Context: an optimization exercise on an open-source flow, tuned for a short achievable clock period and few clock cycles. The choices shown serve that exercise and are no tape-out recipe. The RTL was checked by simulation tests, not by an equivalence proof against the original design. The flow treats the clock pin as an ideal source, which a real chip does not have. Power figures rest on the tool's default switching activity, not on a simulated workload.

===== flow/flow/run.sh =====
#!/bin/bash
# Standard ORFS layout, with three changes: the port buffers are plain
# buffers (not the platform's delay cells), sizing may leave a cell's
# footprint, and an extra setup repair (capped in iterations) runs after
# clock tree synthesis and after global routing.
set -euo pipefail
HERE=$PWD
KNOBS=(MATCH_CELL_FOOTPRINT=0 "BUFFER_PORTS_ARGS=-buffer_cell sky130_fd_sc_hd__buf_4")
bash standard.sh synth > log_1_synth.txt 2>&1
bash standard.sh "${KNOBS[@]}" floorplan place > log_2_floorplan_place.txt 2>&1
bash standard.sh "${KNOBS[@]}" POST_CTS_TCL=$HERE/flow/post_cts.tcl cts > log_4_cts.txt 2>&1
bash standard.sh "${KNOBS[@]}" POST_GLOBAL_ROUTE_TCL=$HERE/flow/post_grt.tcl grt > log_5_grt.txt 2>&1
bash standard.sh "${KNOBS[@]}" finish > log_6_finish.txt 2>&1
test -f out/final.def

===== flow/flow/post_cts.tcl =====
# push setup slack well past zero on the placed, clocked design
puts "post-CTS extra repair"
source [file join [file dirname [info script]] upsize_out.tcl]
estimate_parasitics -placement
repair_timing -setup_margin 2.5 -repair_tns 100 -max_iterations 1500 -verbose
detailed_placement
check_placement -verbose
estimate_parasitics -placement
report_worst_slack -max
report_worst_slack -min

===== flow/flow/post_grt.tcl =====
# one more capped setup repair on global-route parasitics, then reroute
# the nets it changed and rewrite the guides
puts "post-GRT extra repair"
estimate_parasitics -global_routing
repair_timing -setup_margin 2.5 -repair_tns 100 -max_iterations 800 -verbose
global_route -start_incremental
detailed_placement
global_route -end_incremental
check_placement -verbose
estimate_parasitics -global_routing
report_worst_slack -max
report_worst_slack -min
write_guides $::env(RESULTS_DIR)/route.guide

===== flow/flow/upsize_out.tcl =====
# Give the registers that drive output ports (through their port buffer)
# the strongest drive of their cell type. Sizing only: the cell type stays.
proc my_upsize_strongest {inst} {
  set m [get_property $inst ref_name]
  if {![regexp {^(.*)_([0-9]+)$} $m -> base drive]} { return }
  foreach d {4 2} {
    if {$d <= $drive} { return }
    set cands [get_lib_cells -quiet */${base}_$d]
    if {[llength $cands] > 0} {
      replace_cell $inst [lindex $cands 0]
      puts "upsized [get_full_name $inst] $m -> ${base}_$d"
      return
    }
  }
}
foreach port [get_ports *] {
  if {[get_property $port direction] ne "output"} { continue }
  set net [get_nets -quiet [get_full_name $port]]
  if {[llength $net] == 0} { continue }
  foreach pin [get_pins -quiet -of_objects $net] {
    if {[get_property $pin direction] ne "output"} { continue }
    set buf [get_cells -of_objects $pin]
    foreach in [get_pins -of_objects $buf -filter "direction==input"] {
      set n2 [get_nets -of_objects $in]
      foreach p2 [get_pins -quiet -of_objects $n2] {
        if {[get_property $p2 direction] ne "output"} { continue }
        set drv [get_cells -of_objects $p2]
        if {[string match "*__df*" [get_property $drv ref_name]]} { my_upsize_strongest $drv }
      }
    }
  }
}

===== flow/standard.sh =====
#!/bin/bash
# synth_recipe.tcl (not shown) runs the flow's synth.tcl, then flattens the netlist and writes it again
# the make line also repeats each setting of config.mk as NAME=value (left out here)
make -C /OpenROAD-flow-scripts/flow DESIGN_CONFIG=/design/flow/config.mk WORK_HOME=/design/flow/orfs CLKGATE_MAP_FILE= SYNTH_SCRIPT=/design/flow/synth_recipe.tcl "${@:-finish}"

===== flow/config.mk =====
export PLATFORM = sky130hd
export DESIGN_NAME = dm_cache
export DESIGN_NICKNAME = dm_cache
export VERILOG_FILES = /design/flow/design.v
export SDC_FILE = /design/flow/constraint.sdc
export NUM_CORES = 4
export LEC_CHECK = 0
export CAP_MARGIN = 70
export CORE_MARGIN = 2
export CORE_UTILIZATION = 45
export CTS_CLUSTER_DIAMETER = 120
export CTS_CLUSTER_SIZE = 24
export SLEW_MARGIN = 70
export SYNTH_HIERARCHICAL = 1
export SYNTH_MINIMUM_KEEP_SIZE = 0

===== flow/constraint.sdc =====
create_clock -name core_clock -period 4.8 [get_ports {clk}]
set_input_delay 0.9600 -clock core_clock [delete_from_list [all_inputs] [get_ports {clk}]]
set_output_delay 0.9600 -clock core_clock [all_outputs]
set_load 0.01 [all_outputs]

===== flow/design.v =====
package dm_cache_pkg;
    localparam int WORD_W          = 32;
    localparam int WORDS_PER_BLOCK = 4;
    localparam int BLOCK_W         = WORD_W * WORDS_PER_BLOCK;
    localparam int ADDR_W          = 30;    
    localparam int OFFSET_W        = $clog2(WORDS_PER_BLOCK);
    typedef logic [WORD_W-1:0] word_t;
    typedef word_t [WORDS_PER_BLOCK-1:0] block_t;
    typedef logic [ADDR_W-1:0] word_addr_t;
    typedef logic [ADDR_W-OFFSET_W-1:0] block_addr_t;    
    typedef logic [OFFSET_W-1:0] offset_t;
endpackage
module gate_xnor2 (input logic a, input logic b, output logic y);
    assign y = !(a ^ b);
endmodule
module gate_nand4 (input logic a, input logic b, input logic c, input logic d, output logic y);
    assign y = !(a && b && c && d);
endmodule
module gate_nor2 (input logic a, input logic b, output logic y);
    assign y = !(a || b);
endmodule
module gate_and4 (input logic a, input logic b, input logic c, input logic d, output logic y);
    assign y = a && b && c && d;
endmodule
module cache_line #(
    parameter int TAG_W = 25
) (
    input  logic                   clk,
    input  logic                   rst_n,
    input  logic                   wr_line,       
    input  logic                   fill,          
    input  logic [dm_cache_pkg::WORDS_PER_BLOCK-1:0] wsel,    
    input  logic [TAG_W-1:0]       req_tag,
    input  dm_cache_pkg::word_t    wdata,
    input  logic [dm_cache_pkg::BLOCK_W-1:0] fill_block,    
    output logic                   match,         
    output logic                   dirty,
    output logic [TAG_W-1:0]       tag_q,
    output logic [dm_cache_pkg::BLOCK_W-1:0] data_q
);
    localparam int WORD_W = dm_cache_pkg::WORD_W;
    logic valid_q;
    always_ff @(posedge clk or negedge rst_n) begin
        if (!rst_n) begin
            valid_q <= 1'b0;
            dirty   <= 1'b0;
        end else if (fill) begin
            valid_q <= 1'b1;
            dirty   <= |wsel;
        end else if (wr_line) begin
            dirty   <= 1'b1;           
        end
    end
    always_ff @(posedge clk) begin
        if (fill) begin
            tag_q <= req_tag;
        end
    end
    for (genvar w = 0; w < dm_cache_pkg::WORDS_PER_BLOCK; w++) begin : g_word
        always_ff @(posedge clk) begin
            if (fill || (wr_line && wsel[w])) begin
                data_q[w*WORD_W +: WORD_W] <= wsel[w] ? wdata : fill_block[w*WORD_W +: WORD_W];
            end
        end
    end
    logic [TAG_W:0]       eq;           
    localparam int NG = (TAG_W + 1 + 3) / 4;
    logic [4*NG-1:0]      eq_pad;
    logic [NG-1:0]        grp_miss;     
    localparam int NP = (NG + 1) / 2;
    logic [2*NP-1:0]      grp_pad;
    logic [NP-1:0]        pair_ok;      
    logic [3:0]           pair_pad;     
    for (genvar k = 0; k < TAG_W; k++) begin : g_eq
        gate_xnor2 i_eq (.a(tag_q[k]), .b(req_tag[k]), .y(eq[k]));
    end
    assign eq[TAG_W] = valid_q;
    for (genvar k = 0; k < 4*NG; k++) begin : g_eq_pad
        if (k <= TAG_W) begin : g_bit
            assign eq_pad[k] = eq[k];
        end else begin : g_one
            assign eq_pad[k] = 1'b1;
        end
    end
    for (genvar j = 0; j < NG; j++) begin : g_grp
        gate_nand4 i_grp (.a(eq_pad[4*j]), .b(eq_pad[4*j+1]), .c(eq_pad[4*j+2]), .d(eq_pad[4*j+3]),
                          .y(grp_miss[j]));
    end
    for (genvar k = 0; k < 2*NP; k++) begin : g_grp_pad
        if (k < NG) begin : g_grp
            assign grp_pad[k] = grp_miss[k];
        end else begin : g_zero
            assign grp_pad[k] = 1'b0;
        end
    end
    for (genvar j = 0; j < NP; j++) begin : g_pair
        gate_nor2 i_pair (.a(grp_pad[2*j]), .b(grp_pad[2*j+1]), .y(pair_ok[j]));
    end
    for (genvar k = 0; k < 4; k++) begin : g_pair_pad
        if (k < NP) begin : g_pair
            assign pair_pad[k] = pair_ok[k];
        end else begin : g_one
            assign pair_pad[k] = 1'b1;
        end
    end
    gate_and4 i_match (.a(pair_pad[0]), .b(pair_pad[1]), .c(pair_pad[2]), .d(pair_pad[3]), .y(match));
endmodule
module late_and_or (
    input  logic a,
    input  logic late,
    input  logic b,
    output logic y
);
    assign y = (a && late) || b;
endmodule
module gate_nand2 (input logic a, input logic b, output logic y);
    assign y = !(a && b);
endmodule
module gate_a21oi (input logic a1, input logic a2, input logic b1, output logic y);
    assign y = !((a1 && a2) || b1);
endmodule
module rdata_bit (
    input  logic       clk,
    input  logic       look,         
    input  logic       line_word,    
    input  logic [3:0] off_dec,      
    input  logic [3:0] fill_bits,    
    output logic       rdata
);
    logic       word_q;              
    logic [3:0] osel_q;
    logic [3:0] term_n;              
    always_ff @(posedge clk) begin
        word_q <= look && line_word;
        osel_q <= off_dec & {4{!look}};
    end
    gate_a21oi i_t0 (.a1(osel_q[0]), .a2(fill_bits[0]), .b1(word_q), .y(term_n[0]));
    gate_nand2 i_t1 (.a(osel_q[1]), .b(fill_bits[1]), .y(term_n[1]));
    gate_nand2 i_t2 (.a(osel_q[2]), .b(fill_bits[2]), .y(term_n[2]));
    gate_nand2 i_t3 (.a(osel_q[3]), .b(fill_bits[3]), .y(term_n[3]));
    gate_nand4 i_or (.a(term_n[0]), .b(term_n[1]), .c(term_n[2]), .d(term_n[3]), .y(rdata));
endmodule
module stall_gen (
    input  logic clk,
    input  logic rst_n,
    input  logic go_d,           
    input  logic refill_d,       
    input  logic mem_ready_i,
    output logic stall_o
);
    logic go_q;
    logic refill_q;
    always_ff @(posedge clk or negedge rst_n) begin
        if (!rst_n) begin
            go_q     <= 1'b0;
            refill_q <= 1'b0;
        end else begin
            go_q     <= go_d;
            refill_q <= refill_d;
        end
    end
    assign stall_o = !(go_q || (refill_q && mem_ready_i));
endmodule
module cache_ctrl #(
    parameter  int NUM_LINES = 8,
    localparam int IDX_W     = $clog2(NUM_LINES),
    localparam int TAG_W     = dm_cache_pkg::ADDR_W - dm_cache_pkg::OFFSET_W - IDX_W
) (
    input  logic                       clk,
    input  logic                       rst_n,
    input  logic                       proc_read_i,
    input  logic                       proc_write_i,
    input  dm_cache_pkg::word_addr_t   proc_addr_i,
    output logic                       proc_stall_o,
    output dm_cache_pkg::word_t        proc_rdata_o,
    input  logic                       mem_ready_i,
    input  logic [dm_cache_pkg::BLOCK_W-1:0] mem_rdata_i,
    output logic                       mem_read_o,
    output logic                       mem_write_o,
    output dm_cache_pkg::block_addr_t  mem_addr_o,
    output logic [dm_cache_pkg::BLOCK_W-1:0] mem_wdata_o,
    input  logic                       hit_i,
    input  logic                       dirty_i,
    input  logic [TAG_W-1:0]           victim_tag_i,
    input  dm_cache_pkg::block_t       victim_block_i,
    input  dm_cache_pkg::word_t        line_word_i,
    output logic [NUM_LINES-1:0]       wr_line_o,     
    output logic [NUM_LINES-1:0]       fill_o,        
    output logic [dm_cache_pkg::WORDS_PER_BLOCK-1:0] wsel_o    
);
    localparam int WORD_W = dm_cache_pkg::WORD_W;
    localparam int WORDS  = dm_cache_pkg::WORDS_PER_BLOCK;
    logic [TAG_W-1:0]             req_tag;
    logic [IDX_W-1:0]             req_idx;
    dm_cache_pkg::offset_t        req_off;
    logic [NUM_LINES-1:0]         req_dec;
    logic                         access;
    logic                         lookup;
    logic                         busy_q;
    logic                         wback_q;
    logic                         refill_q;
    logic                         done_q;
    logic [NUM_LINES-1:0]         fline_q;      
    logic [WORDS-1:0]                 off_dec;
    dm_cache_pkg::block_addr_t        maddr_q;
    logic [dm_cache_pkg::BLOCK_W-1:0] wdata_q;
    logic                             hit_now;
    logic                             fill_now;
    logic                             victim_next;    
    assign {req_tag, req_idx, req_off} = proc_addr_i;
    assign lookup = !busy_q;
    assign access = proc_read_i || proc_write_i;
    for (genvar i = 0; i < NUM_LINES; i++) begin : g_dec
        assign req_dec[i] = (req_idx == IDX_W'(i));
    end
    for (genvar i = 0; i < NUM_LINES; i++) begin : g_line_ctrl
        assign wr_line_o[i] = done_q && proc_write_i && req_dec[i];
        assign fill_o[i]    = fline_q[i] && mem_ready_i;
    end
    for (genvar w = 0; w < WORDS; w++) begin : g_wsel
        assign off_dec[w] = (req_off == dm_cache_pkg::offset_t'(w));
        assign wsel_o[w]  = proc_write_i && off_dec[w];
    end
    assign hit_now   = lookup && access && hit_i;
    assign fill_now  = refill_q && mem_ready_i;
    assign victim_next = lookup ? dirty_i : (wback_q && !mem_ready_i);
    logic                 look;           
    logic                 miss_clean;     
    logic                 miss_dirty;     
    logic                 wb_done;        
    logic                 done_d;
    logic                 go_d;
    logic                 wback_d;
    logic                 refill_d;
    logic [NUM_LINES-1:0] fline_d;
    logic                 miss;
    assign look       = lookup && access;
    assign miss_clean = look && !dirty_i;
    assign miss_dirty = look && dirty_i;
    assign wb_done    = wback_q && mem_ready_i;
    assign miss       = !hit_i;
    late_and_or i_done_d   (.a(look),       .late(hit_i), .b(1'b0), .y(done_d));
    late_and_or i_go_d     (.a(look),       .late(hit_i), .b(1'b0), .y(go_d));
    late_and_or i_wback_d  (.a(miss_dirty), .late(miss),  .b(wback_q && !mem_ready_i), .y(wback_d));
    late_and_or i_refill_d (.a(miss_clean), .late(miss),
                            .b(wb_done || (refill_q && !mem_ready_i)), .y(refill_d));
    for (genvar i = 0; i < NUM_LINES; i++) begin : g_fline_d
        late_and_or i_fline_d (.a(miss_clean && req_dec[i]), .late(miss),
                               .b((wb_done && req_dec[i]) || (fline_q[i] && !fill_now)), .y(fline_d[i]));
    end
    always_ff @(posedge clk or negedge rst_n) begin
        if (!rst_n) begin
            busy_q    <= 1'b0;
            wback_q   <= 1'b0;
            refill_q  <= 1'b0;
            done_q    <= 1'b0;
            fline_q   <= '0;
        end else begin
            done_q    <= done_d;
            wback_q   <= wback_d;
            refill_q  <= refill_d;
            fline_q   <= fline_d;
            busy_q    <= look || (busy_q && !done_q && !fill_now);
        end
    end
    always_ff @(posedge clk) begin
        wdata_q <= victim_block_i;
        maddr_q <= {(victim_next ? victim_tag_i : req_tag), req_idx};
    end
    assign mem_write_o  = wback_q;
    assign mem_read_o   = refill_q;
    assign mem_addr_o   = maddr_q;
    assign mem_wdata_o  = wdata_q;
    for (genvar j = 0; j < WORD_W; j++) begin : g_rdata
        logic [WORDS-1:0] fill_bits;
        for (genvar w = 0; w < WORDS; w++) begin : g_word
            assign fill_bits[w] = mem_rdata_i[w*WORD_W + j];
        end
        rdata_bit i_rdata_bit (
            .clk       (clk),
            .look      (look),
            .line_word (line_word_i[j]),
            .off_dec   (off_dec),
            .fill_bits (fill_bits),
            .rdata     (proc_rdata_o[j])
        );
    end
    stall_gen i_stall (
        .clk         (clk),
        .rst_n       (rst_n),
        .go_d        (go_d),
        .refill_d    (refill_d),
        .mem_ready_i (mem_ready_i),
        .stall_o     (proc_stall_o)
    );
endmodule
module idx_decode #(
    parameter  int NUM_LINES = 8,
    localparam int IDX_W     = $clog2(NUM_LINES)
) (
    input  logic [IDX_W-1:0]     idx,
    output logic [NUM_LINES-1:0] dec
);
    for (genvar i = 0; i < NUM_LINES; i++) begin : g_dec
        assign dec[i] = (idx == IDX_W'(i));
    end
endmodule
module word_decode #(
    parameter  int NUM_LINES = 8,
    localparam int IDX_W     = $clog2(NUM_LINES),
    localparam int WORDS     = dm_cache_pkg::WORDS_PER_BLOCK
) (
    input  logic [IDX_W-1:0]            idx,
    input  dm_cache_pkg::offset_t       off,
    output logic [NUM_LINES*WORDS-1:0]  sel
);
    for (genvar i = 0; i < NUM_LINES; i++) begin : g_line
        for (genvar w = 0; w < WORDS; w++) begin : g_word
            assign sel[i*WORDS+w] = (idx == IDX_W'(i)) && (off == dm_cache_pkg::offset_t'(w));
        end
    end
endmodule
module sel_or #(
    parameter int N = 8,
    parameter int W = 32
) (
    input  logic [N-1:0]        sel,
    input  logic [N-1:0][W-1:0] data,
    output logic [W-1:0]        y
);
    always_comb begin
        y = '0;
        for (int k = 0; k < N; k++) begin
            y = y | (data[k] & {W{sel[k]}});
        end
    end
endmodule
module line_select #(
    parameter  int NUM_LINES = 8,
    localparam int IDX_W     = $clog2(NUM_LINES),
    localparam int TAG_W     = dm_cache_pkg::ADDR_W - dm_cache_pkg::OFFSET_W - IDX_W
) (
    input  dm_cache_pkg::word_addr_t                       proc_addr_i,
    input  logic [NUM_LINES-1:0]                           match_v,    
    input  logic [NUM_LINES-1:0]                           dirty_v,
    input  logic [NUM_LINES-1:0][TAG_W-1:0]                tag_v,
    input  logic [NUM_LINES-1:0][dm_cache_pkg::BLOCK_W-1:0] block_v,
    output logic                                           hit_o,
    output logic                                           dirty_o,
    output logic [TAG_W-1:0]                               victim_tag_o,
    output dm_cache_pkg::block_t                           victim_block_o,
    output dm_cache_pkg::word_t                            rdata_o
);
    localparam int WORD_W = dm_cache_pkg::WORD_W;
    localparam int WORDS  = dm_cache_pkg::WORDS_PER_BLOCK;
    logic [IDX_W-1:0]                       idx;
    dm_cache_pkg::offset_t                  off;
    logic [NUM_LINES-1:0]                   dec_stat;     
    logic [NUM_LINES-1:0]                   dec_blk;      
    logic [NUM_LINES*WORDS-1:0]             word_sel;
    logic [NUM_LINES*WORDS-1:0][WORD_W-1:0] words;
    logic [dm_cache_pkg::BLOCK_W-1:0]       blk;
    assign idx = proc_addr_i[dm_cache_pkg::OFFSET_W +: IDX_W];
    assign off = proc_addr_i[dm_cache_pkg::OFFSET_W-1:0];
    idx_decode #(.NUM_LINES(NUM_LINES)) i_dec_stat (.idx(idx), .dec(dec_stat));
    idx_decode #(.NUM_LINES(NUM_LINES)) i_dec_blk  (.idx(idx), .dec(dec_blk));
    sel_or #(.N(NUM_LINES), .W(1)) i_hit   (.sel(dec_stat), .data(match_v), .y(hit_o));
    sel_or #(.N(NUM_LINES), .W(1)) i_dirty (.sel(dec_stat), .data(dirty_v), .y(dirty_o));
    sel_or #(.N(NUM_LINES), .W(TAG_W)) i_vtag (.sel(dec_blk), .data(tag_v), .y(victim_tag_o));
    sel_or #(.N(NUM_LINES), .W(dm_cache_pkg::BLOCK_W)) i_vblk (.sel(dec_blk), .data(block_v), .y(blk));
    assign victim_block_o = blk;
    for (genvar i = 0; i < NUM_LINES; i++) begin : g_line_words
        for (genvar w = 0; w < WORDS; w++) begin : g_word
            assign words[i*WORDS+w] = block_v[i][w*WORD_W +: WORD_W];
        end
    end
    word_decode #(.NUM_LINES(NUM_LINES)) i_word_dec (.idx(idx), .off(off), .sel(word_sel));
    sel_or #(.N(NUM_LINES*WORDS), .W(WORD_W)) i_line_word (.sel(word_sel), .data(words), .y(rdata_o));
endmodule
module dm_cache #(
    parameter int NUM_LINES = 8      
) (
    input  logic           clk,
    input  logic           rst_n,
    input  logic           proc_read_i,
    input  logic           proc_write_i,
    input  logic [29:0]    proc_addr_i,      
    input  logic [31:0]    proc_wdata_i,
    output logic           proc_stall_o,
    output logic [31:0]    proc_rdata_o,
    output logic           mem_read_o,
    output logic           mem_write_o,
    output logic [27:0]    mem_addr_o,       
    output logic [127:0]   mem_wdata_o,      
    input  logic [127:0]   mem_rdata_i,
    input  logic           mem_ready_i
);
    localparam int IDX_W = $clog2(NUM_LINES);
    localparam int TAG_W = dm_cache_pkg::ADDR_W - dm_cache_pkg::OFFSET_W - IDX_W;
    logic                   sel_hit;
    logic                   sel_dirty;
    logic [TAG_W-1:0]       sel_tag;
    dm_cache_pkg::block_t   sel_block;
    dm_cache_pkg::word_t    sel_word;
    logic [dm_cache_pkg::WORDS_PER_BLOCK-1:0]         line_wsel;
    logic [NUM_LINES-1:0]                             line_wr;
    logic [NUM_LINES-1:0]                             line_fill;
    logic [NUM_LINES-1:0]                             line_match;
    logic [NUM_LINES-1:0]                             line_dirty;
    logic [NUM_LINES-1:0][TAG_W-1:0]                  line_tag;
    logic [NUM_LINES-1:0][dm_cache_pkg::BLOCK_W-1:0]  line_data;
    cache_ctrl #(
        .NUM_LINES (NUM_LINES)
    ) i_cache_ctrl (
        .clk            (clk),
        .rst_n          (rst_n),
        .proc_read_i    (proc_read_i),
        .proc_write_i   (proc_write_i),
        .proc_addr_i    (proc_addr_i),
        .proc_stall_o   (proc_stall_o),
        .proc_rdata_o   (proc_rdata_o),
        .mem_ready_i    (mem_ready_i),
        .mem_rdata_i    (mem_rdata_i),
        .mem_read_o     (mem_read_o),
        .mem_write_o    (mem_write_o),
        .mem_addr_o     (mem_addr_o),
        .mem_wdata_o    (mem_wdata_o),
        .hit_i          (sel_hit),
        .dirty_i        (sel_dirty),
        .victim_tag_i   (sel_tag),
        .victim_block_i (sel_block),
        .line_word_i    (sel_word),
        .wr_line_o      (line_wr),
        .fill_o         (line_fill),
        .wsel_o         (line_wsel)
    );
    for (genvar i = 0; i < NUM_LINES; i++) begin : g_line
        cache_line #(
            .TAG_W (TAG_W)
        ) i_cache_line (
            .clk        (clk),
            .rst_n      (rst_n),
            .wr_line    (line_wr[i]),
            .fill       (line_fill[i]),
            .wsel       (line_wsel),
            .req_tag    (proc_addr_i[dm_cache_pkg::ADDR_W-1 -: TAG_W]),
            .wdata      (proc_wdata_i),
            .fill_block (mem_rdata_i),
            .match      (line_match[i]),
            .dirty      (line_dirty[i]),
            .tag_q      (line_tag[i]),
            .data_q     (line_data[i])
        );
    end
    line_select #(
        .NUM_LINES (NUM_LINES)
    ) i_line_select (
        .proc_addr_i    (proc_addr_i),
        .match_v        (line_match),
        .dirty_v        (line_dirty),
        .tag_v          (line_tag),
        .block_v        (line_data),
        .hit_o          (sel_hit),
        .dirty_o        (sel_dirty),
        .victim_tag_o   (sel_tag),
        .victim_block_o (sel_block),
        .rdata_o        (sel_word)
    );
endmodule

==> impl_metrics.tcl <==
set metrics [dict create \
    fin_crit_ns 2.73 \
    avgSynthCellArea_um2 14.3 \
    final_nets 5895 \
    slowest_delay_ns 0.30 \
    syn-instance-count 5277 \
    drtIter0Drc 8767 \
    dpl.cell_count 7784 \
    setup_violations 0 \
    stdcell_count 7978 \
    drt_wl_total_um 293000 \
    synth_area_um2 75400 \
    dr_total_vias 54700 \
    via_per_inst 6.86 \
    cp_cell_sequence "buf_6 > a21oi_4 > nand4_1 > buf_4" \
    final_core_util 0.517 \
    routabilityCongestion 0.931 \
    fillCellCount 14100 \
    synth_top_area_frac 0.488 \
    rows 150 \
    cp_max_fo 9 \
    hold_path_class "input port to async pin" \
    synth.largest_area_cell "edfxtp_1" \
    drcViolationCount 0 \
    seq_area_frac_synth 0.582 \
    io_pins 386 \
    worst-setup-path-type "input port to output port" \
    worst_pin_slew_ns 0.545 \
    tns_ns 0 \
    port_buffers 385 \
    wl_per_cell_um 36.8 \
    crit_buf_inv 2 \
    fin_ws_ns 2.07 \
    cp.required_ns 3.84 \
    dieHeight_um 413 \
    critical-path-top-delay-family "buffers and inverters" \
    grtUsageTotal 0.333 \
    peakVddDrop_mv 0.298 \
    core_region_area_um2 167000 \
    end_kind "output port" \
    dpl_cell_area_um2 81900 \
    synthArstFlopShare 0.0191 \
    synth_area_leaders "edfxtp_1 (49%), mux2_2 (14%), a22oi_1 (11%), dfxtp_1 (8.4%), buf_6 (3.7%)" \
    fmaxAchievable_ghz 0.366 \
    p_per_area_nw_per_um2 391 \
    finClkSkew_ns 0.0729 \
    area_growth_pct 14.3 \
    status "complete, no violations" \
    cts_sinks 1570 \
    post-dp-hpwl_um 193000 \
    insertion_delay_ns 0.76 \
    critPathLaunchType "input port" \
    max-slew-margin-rel 0.636 \
    start_util 0.452 \
    drive_gt1_frac 0.386 \
    preCtsSetupSlack_ns 1.21 \
    yosysMostFrequentCell "edfxtp_1" \
    cp_slowest_cell "a21oi_4" \
    drtPass1Iterations 7 \
    leakage_uw 0.0280 \
    fp.dieArea_um2 171000 \
    die_w_um 413 \
    drv_cap 0 \
    critPathArrivalTime_ns 1.77 \
    postRouteAntennaNets 0 \
    cts_tree "built" \
    synth_ff_type "edfxtp_1" \
    grt_pass1_wl_um 404000 \
    fin_crit_sh 0.569 \
    grt_remaining_overflow 0 \
    yosysUniqueCellTypes 41 \
    yosys_warnings 14 \
    clk_pin_slew_ns 0.11 \
    grt_pass1_vias 52400 \
    synth-seq-cells 1570 \
    grt_max_degree 67 \
    fin_area_um2 86100 \
    antenna_found_initial 27 \
    ys_top_cells_by_count "edfxtp_1 (1,224), a22oi_1 (1,132), mux2_2 (965), nand4_1 (371), dfxtp_1 (316)" \
    synth-edff-count 1224 \
    slew_violations 0 \
    finalHoldViolCount 0 \
]
[worst paths after layout]
kind,from,endpoint,slack (ns),cells after the start
max,mem_rdata_i[30],proc_rdata_o[30],2.07,4
min,rst_n,g_line[5].i_cache_line.dirty$_DFFE_PN0P_,0.08,1
max reg2reg,i_cache_ctrl.done_q$_DFF_PN0_,g_line[3].i_cache_line.data_q[10]$_DFFE_PP_,2.62,4
min reg2reg,g_line[0].i_cache_line.valid_q$_DFFE_PN0P_,g_line[0].i_cache_line.valid_q$_DFFE_PN0P_,0.47,1
max in group asynchronous,rst_n,i_cache_ctrl.wback_q$_DFF_PN0_,4.41,1
min in group core_clock,proc_addr_i[3],i_cache_ctrl.maddr_q[1]$_DFF_P_,0.43,1
[flip-flops by register name, summed over array words and instances (netlist names)]
register,cells
i_cache_ctrl.fline_q,8
g_line.i_cache_line.valid_q,8
i_cache_ctrl.g_rdata.i_rdata_bit.osel_q,128
i_cache_ctrl.busy_q,1
i_cache_ctrl.g_rdata.i_rdata_bit.word_q,32
i_cache_ctrl.wback_q,1
i_cache_ctrl.wdata_q,128
g_line.i_cache_line.tag_q,200
i_cache_ctrl.i_stall.refill_q,1
g_line.i_cache_line.dirty,8
g_line.i_cache_line.data_q,1024
i_cache_ctrl.refill_q,1
i_cache_ctrl.done_q,1
i_cache_ctrl.maddr_q,28
i_cache_ctrl.i_stall.go_q,1
[worst register-to-register path, stage by stage (launching register included)]
cell and delay [ns]:
dfrtp_1 0.38, nand2_2 0.19, nor2_2 0.40, a21o_2 0.44, buf_12 0.36
[cell type report]
cell class / count / area (um2) / area share
diodes: 11 / 27.5 / 0.000320
clock buffers: 133 / 2160 / 0.0251
clock inverters: 8 / 119 / 0.00138
inverters: 4 / 27.5 / 0.000320
multi-input cells: 3345 / 29000 / 0.337
flip-flops and latches: 1570 / 44500 / 0.517
well taps: 2204 / 2760 / 0.0320
repair buffers: 703 / 7550 / 0.0877
[per-module statistics from Yosys, one instance, submodules excluded, excerpt]
module,flip-flops and latches,copies in the design,cells,cell area (um2)
gate_a21oi,0,32,1,8.76
stall_gen,2,1,3,58.8
gate_nor2,0,32,1,3.75
gate_nand4,0,88,1,6.26
gate_and4,0,8,1,8.76
gate_nand2,0,96,1,3.75
rdata_bit,5,32,10,131
gate_xnor2,0,200,1,8.76
[power breakdown]
| part | internal [uW] | total, uW | switching (uW) |
|---|---|---|---|
| combinational | 2770 | 7410 | 4630 |
| sequential | 17200 | 18500 | 1280 |
| clock | 3170 | 7790 | 4620 |
[logic make-up after synthesis]
kind of cell / share of synthesized area
buffers and inverters: 0.0455
AO/OA/AOI/OAI: 0.122
XOR/XNOR: 0.0232
other: 0.000847
flip-flops: 0.582
multiplexers: 0.161
AND/OR/NAND/NOR: 0.0655
[cells in the final DEF (no fill, tap or decap), types with 9 or more instances in the layout]
master     instances
dfrtp_1           28
nor2_4            35
dfxtp_4          162
buf_12            69
conb_1            26
clkbuf_1          55
nor2_1            37
mux2_4            84
nor2b_1          129
buf_4            471
diode_2           11
buf_16            39
or2_2              9
edfxtp_1        1224
and2_1            40
nor2_2            12
nand4_1          371
a21o_1            12
a21o_4            28
or4_1             31
mux2_2           965
a22oi_1         1106
buf_8             19
xnor2_1          200
a21oi_2           23
nor3_1             9
dfxtp_2           31
clkbuf_16         88
nand2_1          109
a21oi_4           10
buf_6             78
dfxtp_1          123
a22oi_2           26
[metal layers]
layer,vias up,part of all wire,GRT usage,wire length (um)
li1,22000,-,-,-
met1,27300,0.38,0.448,111000
met2,4356,0.44,0.501,128000
met3,975,0.12,0.0778,36200
met4,8,0.063,0.170,18400
met5,-,0.00017,0,51
[through the flow]
stage / hold WS, ns / power (uW)
after floorplan: 0.436 / 21400
after global placement: 0.449 / 25300
after detailed placement: 0.452 / 25700
final: 0.0812 / 33700
Testbench counts, summed over its fixed seeds: cycles 89,305.

-- re-timing with driven ports --
The flow's constraints put no driver on any port. The routed layout listed below was extracted and timed again, unchanged, in two steps.
Step 1, drivers: a clkbuf_16 drives clk and a buf_2 each remaining input, both assumed.
Step 2 also shifts input and output timing later by t, the mid clock arrival at the registers, as if the neighbouring blocks saw the same clock.
Slacks: no drivers / after step 1 / after step 2; pairs: no drivers / after step 1.
t, ns: 0.820
setup WS [ns]: 2.070 / 1.963 / 1.517
worst register clock-pin slew, ns: 0.11 / 0.11
worst data-port slew with drivers (ns): 0.26
After both steps setup and hold are still met in this run. For this run, drivers alone change the setup slack by -0.107 ns; drivers and shift together by -0.553 ns.
